What follows belongs to an exercise in optimizing a design on an open flow for small area, a short achievable clock period and few clock cycles; a production flow would make more cautious choices.
Power and IR drop assume default switching activity.

==> module rope_sim_top, before the edit <==
module rope_sim_top (
    input  logic                            clk,
    input  logic                            reset,
    input  logic                            cmd_valid,
    input  logic                            cmd_op,
    input  logic signed [31:0]              cmd_x,
    input  logic signed [31:0]              cmd_y,
    output logic                            cmd_credit,
    output logic                            out_valid,
    output logic [$clog2(8)-1:0]  out_node,
    output logic signed [31:0]              out_x,
    output logic signed [31:0]              out_y,
    output logic                            out_last,
    input  logic                            out_credit
);
    localparam logic [31:0] REST   = 32'sh000A_0000;
    localparam logic [31:0] GRAV   = 32'sh0000_4CCC;
    localparam logic [31:0] BASE_X = 32'sh00C8_0000;
    localparam int          W      = 21;
    logic [2:0]  ph;         
    logic        fresh;      
    logic        act;        
    logic        pend;       
    logic [2:0]  nn;         
    logic        stp_r;      
    logic [2:0]  cc;         
    logic        p0, p1;     
    logic        v_l;        
    logic        l0;         
    logic        l1;         
    logic        v_o;        
    logic        crd_o;      
    logic [2:0]  node_o;     
    logic        last_o;
    logic        issue;
    logic        done7;
    assign issue = (act || stp_r) && (ph == nn) && (cc != 3'd0);
    assign done7 = issue && (nn == 3'd7);
    logic       act_n, stp_n;
    logic [2:0] nn_n, cc_n;
    assign stp_n = cmd_valid && !cmd_op;
    assign nn_n  = issue ? nn + 3'd1 : nn;
    assign cc_n  = cc - {2'b00, issue} + {2'b00, out_credit};
    assign act_n = !act ? stp_r : (done7 ? (pend || stp_r) : 1'b1);
    always_ff @(posedge clk) begin
        if (reset) begin
            ph     <= 3'd6;
            fresh  <= 1'b1;
            act    <= 1'b0;
            pend   <= 1'b0;
            nn     <= '0;
            stp_r  <= 1'b0;
            cc     <= 3'(4);
            p0     <= 1'b0;
            p1     <= 1'b0;
            v_l    <= 1'b0;
            l0     <= 1'b0;
            l1     <= 1'b0;
            v_o    <= 1'b0;
            crd_o  <= 1'b0;
            node_o <= '0;
            last_o <= 1'b0;
        end else begin
            ph     <= ph + 3'd1;
            if (ph == 3'd4) begin
                fresh <= 1'b0;
            end
            stp_r  <= cmd_valid && !cmd_op;
            cc     <= cc_n;
            p0     <= (ph == 3'd7);
            p1     <= (ph == 3'd0);
            v_l    <= issue;
            l0     <= issue && (nn == 3'd0);
            l1     <= issue && (nn == 3'd1);
            v_o    <= v_l;
            node_o <= ph - 3'd1;
            last_o <= v_l && (ph == 3'd0);
            crd_o  <= (cmd_valid && cmd_op) ||
                      ((act_n || stp_n) && (ph + 3'd1 == nn_n) && (nn_n == 3'd0) && (cc_n != 3'd0));
            nn     <= nn_n;
            act    <= act_n;
            if (act && done7) begin
                pend <= 1'b0;
            end else if (act && stp_r) begin
                pend <= 1'b1;
            end
        end
    end
    assign cmd_credit = crd_o;
    logic [31:0] ax, ay;
    always_ff @(posedge clk) begin
        if (reset) begin
            ax <= BASE_X;
            ay <= '0;
        end else if (cmd_valid && cmd_op) begin
            ax <= cmd_x;
            ay <= cmd_y;
        end
    end
    logic [W-1:0] rax [8];
    logic [W-1:0] rbx [8];
    logic [W-1:0] ray [8];
    logic [W-1:0] rby [8];
    logic [2:0]   ph_in;
    logic [W-1:0] x_init, y_init;
    assign ph_in = reset ? 3'd6 : ph + 3'd1;
    always_comb begin
        case (ph_in)
            3'd0:    begin x_init = W'(BASE_X >> W); y_init = W'(REST >> W); end
            3'd1:    begin x_init = BASE_X[W-1:0];   y_init = REST[W-1:0];   end
            default: begin x_init = '0;              y_init = REST[W-1:0];   end
        endcase
    end
    function automatic logic [31:0] ext(input logic uns, input logic [W-1:0] v);
        ext = {{(32-W){v[W-1] && !uns}}, v};
    endfunction
    function automatic logic [31:0] acc3(input logic [31:0] base, input logic [31:0] a,
                                         input logic [31:0] b);
        logic [31:0] a2, nb, s, c;
        a2 = a << 1;
        nb = ~b;
        s  = base ^ a2 ^ nb;
        c  = (base & a2) | (base & nb) | (a2 & nb);
        acc3 = s + {c[30:0], 1'b1};
    endfunction
    logic [31:0] nx, ny;
    logic [31:0] nx_base, ny_base;
    always_comb begin
        if (p0) begin
            nx_base = '0;
            ny_base = '0;
        end else if (p1) begin
            nx_base = {nx[10:0], 21'd0};
            ny_base = {ny[10:0], 21'd0} | GRAV;
        end else begin
            nx_base = nx;
            ny_base = ny;
        end
    end
    always_ff @(posedge clk) begin
        if (issue) begin
            nx <= acc3(nx_base, ext(p1, rax[0]), ext(p1, rbx[0]));
            ny <= acc3(ny_base, ext(p1, ray[0]), ext(p1, rby[0]));
        end
    end
    logic [31:0] fx, fy;
    function automatic logic sgn(input logic [31:0] n, input logic [31:0] f, input logic [31:0] k);
        logic [31:0] s, c, t;
        s = n ^ ~f ^ k;
        c = (n & ~f) | (n & k) | (~f & k);
        t = s + {c[30:0], 1'b1};
        sgn = t[31];
    endfunction
    function automatic logic [1:0] clamp_sel(input logic [31:0] n, input logic [31:0] f);
        logic s0, s1, s2;
        s0 = sgn(n, f, 32'd0);
        s1 = sgn(n, f, 32'd0 - REST - 32'd1);
        s2 = sgn(n, f, REST);
        clamp_sel = {!s0 && !s1, s0 && s2};
    endfunction
    logic [1:0]   sx, sy;
    logic [W-1:0] dx, dy;       
    logic [31:0]  fx_n, fy_n;   
    logic [W-1:0] cx, cy;       
    assign sx = clamp_sel(nx, fx);
    assign sy = clamp_sel(ny, fy);
    assign dx = nx[W-1:0] - fx[W-1:0];
    assign dy = ny[W-1:0] - fy[W-1:0];
    always_comb begin
        fx_n = sx[1] ? fx + REST : (sx[0] ? fx - REST : nx);
        fy_n = sy[1] ? fy + REST : (sy[0] ? fy - REST : ny);
        if (l1) begin
            cx = fx_n[W-1:0];
            cy = fy_n[W-1:0];
        end else begin
            cx = sx[1] ? REST[W-1:0] : (sx[0] ? W'(-REST) : dx);
            cy = sy[1] ? REST[W-1:0] : (sy[0] ? W'(-REST) : dy);
        end
    end
    always_ff @(posedge clk) begin
        if (v_l) begin
            if (l0) begin
                fx <= ax;
                fy <= ay;
            end else begin
                fx <= fx_n;
                fy <= fy_n;
            end
        end
    end
    always_ff @(posedge clk) begin
        for (int k = 1; k < 7; k++) begin
            rax[k] <= rax[k+1];
            ray[k] <= ray[k+1];
            rbx[k] <= rbx[k+1];
            rby[k] <= rby[k+1];
        end
        if (reset || fresh) begin
            rax[0] <= x_init;
            rbx[0] <= x_init;
            ray[0] <= y_init;
            rby[0] <= y_init;
        end else begin
            rax[0] <= rax[1];
            rbx[0] <= rbx[1];
            ray[0] <= ray[1];
            rby[0] <= rby[1];
        end
        rbx[7] <= issue ? rax[0] : rbx[0];
        rby[7] <= issue ? ray[0] : rby[0];
        rax[7] <= rax[0];
        ray[7] <= ray[0];
        if (v_l && !l0) begin
            rax[6] <= cx;
            ray[6] <= cy;
        end
        if (v_l && l1) begin
            rax[5] <= W'(fx_n[31:W]);
            ray[5] <= W'(fy_n[31:W]);
        end
    end
    assign out_valid = v_o;
    assign out_node  = node_o;
    assign out_last  = last_o;
    assign out_x     = fx;
    assign out_y     = fy;
endmodule
clock: 11.0 ns
lec_check: 0
abc_clock_period_in_ps: 4000
cap_margin: 20
core_margin: 2
core_utilization: 55
setup_slack_margin: 5
slew_margin: 20
standard.sh (not shown) runs the stock make flow with config.mk's settings and CLKGATE_MAP_FILE= SYNTH_SCRIPT=/design/flow/synth_recipe.tcl, a recipe that flattens the netlist after the stock synthesis.
==> flow/flow/run.sh <==
#!/bin/bash
set -euo pipefail
MARGIN=6.5
bash standard.sh synth > synth.log 2>&1
sed -e "s/SETUP_SLACK_MARGIN=[0-9.]*/SETUP_SLACK_MARGIN=${MARGIN} BUFFER_PORTS_ARGS='-buffer_cell sky130_fd_sc_hd__buf_2'/" standard.sh > layout.sh
bash layout.sh finish > layout.log 2>&1
Rerun with:
--- a/flow/design.v
+++ b/flow/design.v
@@ -369,6 +369,20 @@
     function automatic logic [31:0] ext(input logic uns, input logic [W-1:0] v);
         ext = {{(32-W){v[W-1] && !uns}}, v};
     endfunction
+    function automatic logic [31:0] add32(input logic [31:0] a, input logic [31:0] b);
+        logic [31:0] g, t;
+        g = a & b;
+        t = a | b;
+        for (int lv = 0; lv < 5; lv++) begin
+            for (int j = 31; j >= 0; j--) begin
+                if (j - (1 << lv) >= 0) begin
+                    g[j] = g[j] | (t[j] & g[j - (1 << lv)]);
+                    t[j] = t[j] & t[j - (1 << lv)];
+                end
+            end
+        end
+        add32 = a ^ b ^ {g[30:0], 1'b0};
+    endfunction
     function automatic logic [31:0] acc3(input logic [31:0] base, input logic [31:0] a,
                                          input logic [31:0] b);
         logic [31:0] a2, nb, s, c;
@@ -376,7 +390,7 @@
         nb = ~b;
         s  = base ^ a2 ^ nb;
         c  = (base & a2) | (base & nb) | (a2 & nb);
-        acc3 = s + {c[30:0], 1'b1};
+        acc3 = add32(s, {c[30:0], 1'b1});
     endfunction
     logic [31:0] nx, ny;
     logic [31:0] nx_base, ny_base;
@@ -400,11 +414,23 @@
     end
     logic [31:0] fx, fy;
     function automatic logic sgn(input logic [31:0] n, input logic [31:0] f, input logic [31:0] k);
-        logic [31:0] s, c, t;
+        logic [31:0] s, c, a, b;
+        logic [31:0] g, t;
         s = n ^ ~f ^ k;
         c = (n & ~f) | (n & k) | (~f & k);
-        t = s + {c[30:0], 1'b1};
-        sgn = t[31];
+        a = s;
+        b = {c[30:0], 1'b1};
+        g = a & b;
+        t = a | b;
+        for (int lv = 0; lv < 5; lv++) begin
+            for (int j = 30; j >= 0; j--) begin
+                if (j - (1 << lv) >= 0) begin
+                    g[j] = g[j] | (t[j] & g[j - (1 << lv)]);
+                    t[j] = t[j] & t[j - (1 << lv)];
+                end
+            end
+        end
+        sgn = a[31] ^ b[31] ^ g[30];
     endfunction
     function automatic logic [1:0] clamp_sel(input logic [31:0] n, input logic [31:0] f);
         logic s0, s1, s2;
Power shrinks by a few percent.
Final area shrinks by a few percent.
Combinational power barely changes.
Die area shrinks slightly.
Sequential power barely changes.
Function was not checked in any run of this note: the RTL went through the layout flow alone.

separate check: timing with driven ports:
In the flow no input, the clock included, has a driving cell. The finished layouts below were timed again as built, in two steps.
Step 1 (the two cells are an assumption about what drives the block):
set clk [get_ports {clk}]
set_driving_cell -lib_cell sky130_fd_sc_hd__clkbuf_16 $clk
set_driving_cell -lib_cell sky130_fd_sc_hd__buf_2 [delete_from_list [all_inputs] $clk]
Step 2 also shifts input and output timing later by t, the mid clock arrival at the registers, as if the neighbouring blocks saw the same clock.
a / b / c = no drivers / after step 1 / after step 2; a / b = the first two.
run | shift t [ns] | setup slack, ns | slew at the worst register clock pin (ns)
the first run | 0.722 | 6.599 / 6.599 / 6.491 | 0.07 / 0.07
the second run | 0.706 | 6.593 / 6.593 / 6.593 | 0.07 / 0.07
After both steps setup and hold are still met in every run listed. The setup slack of the first run, which loses most, moves by 0.000 ns with the drivers and by -0.108 ns with both steps.
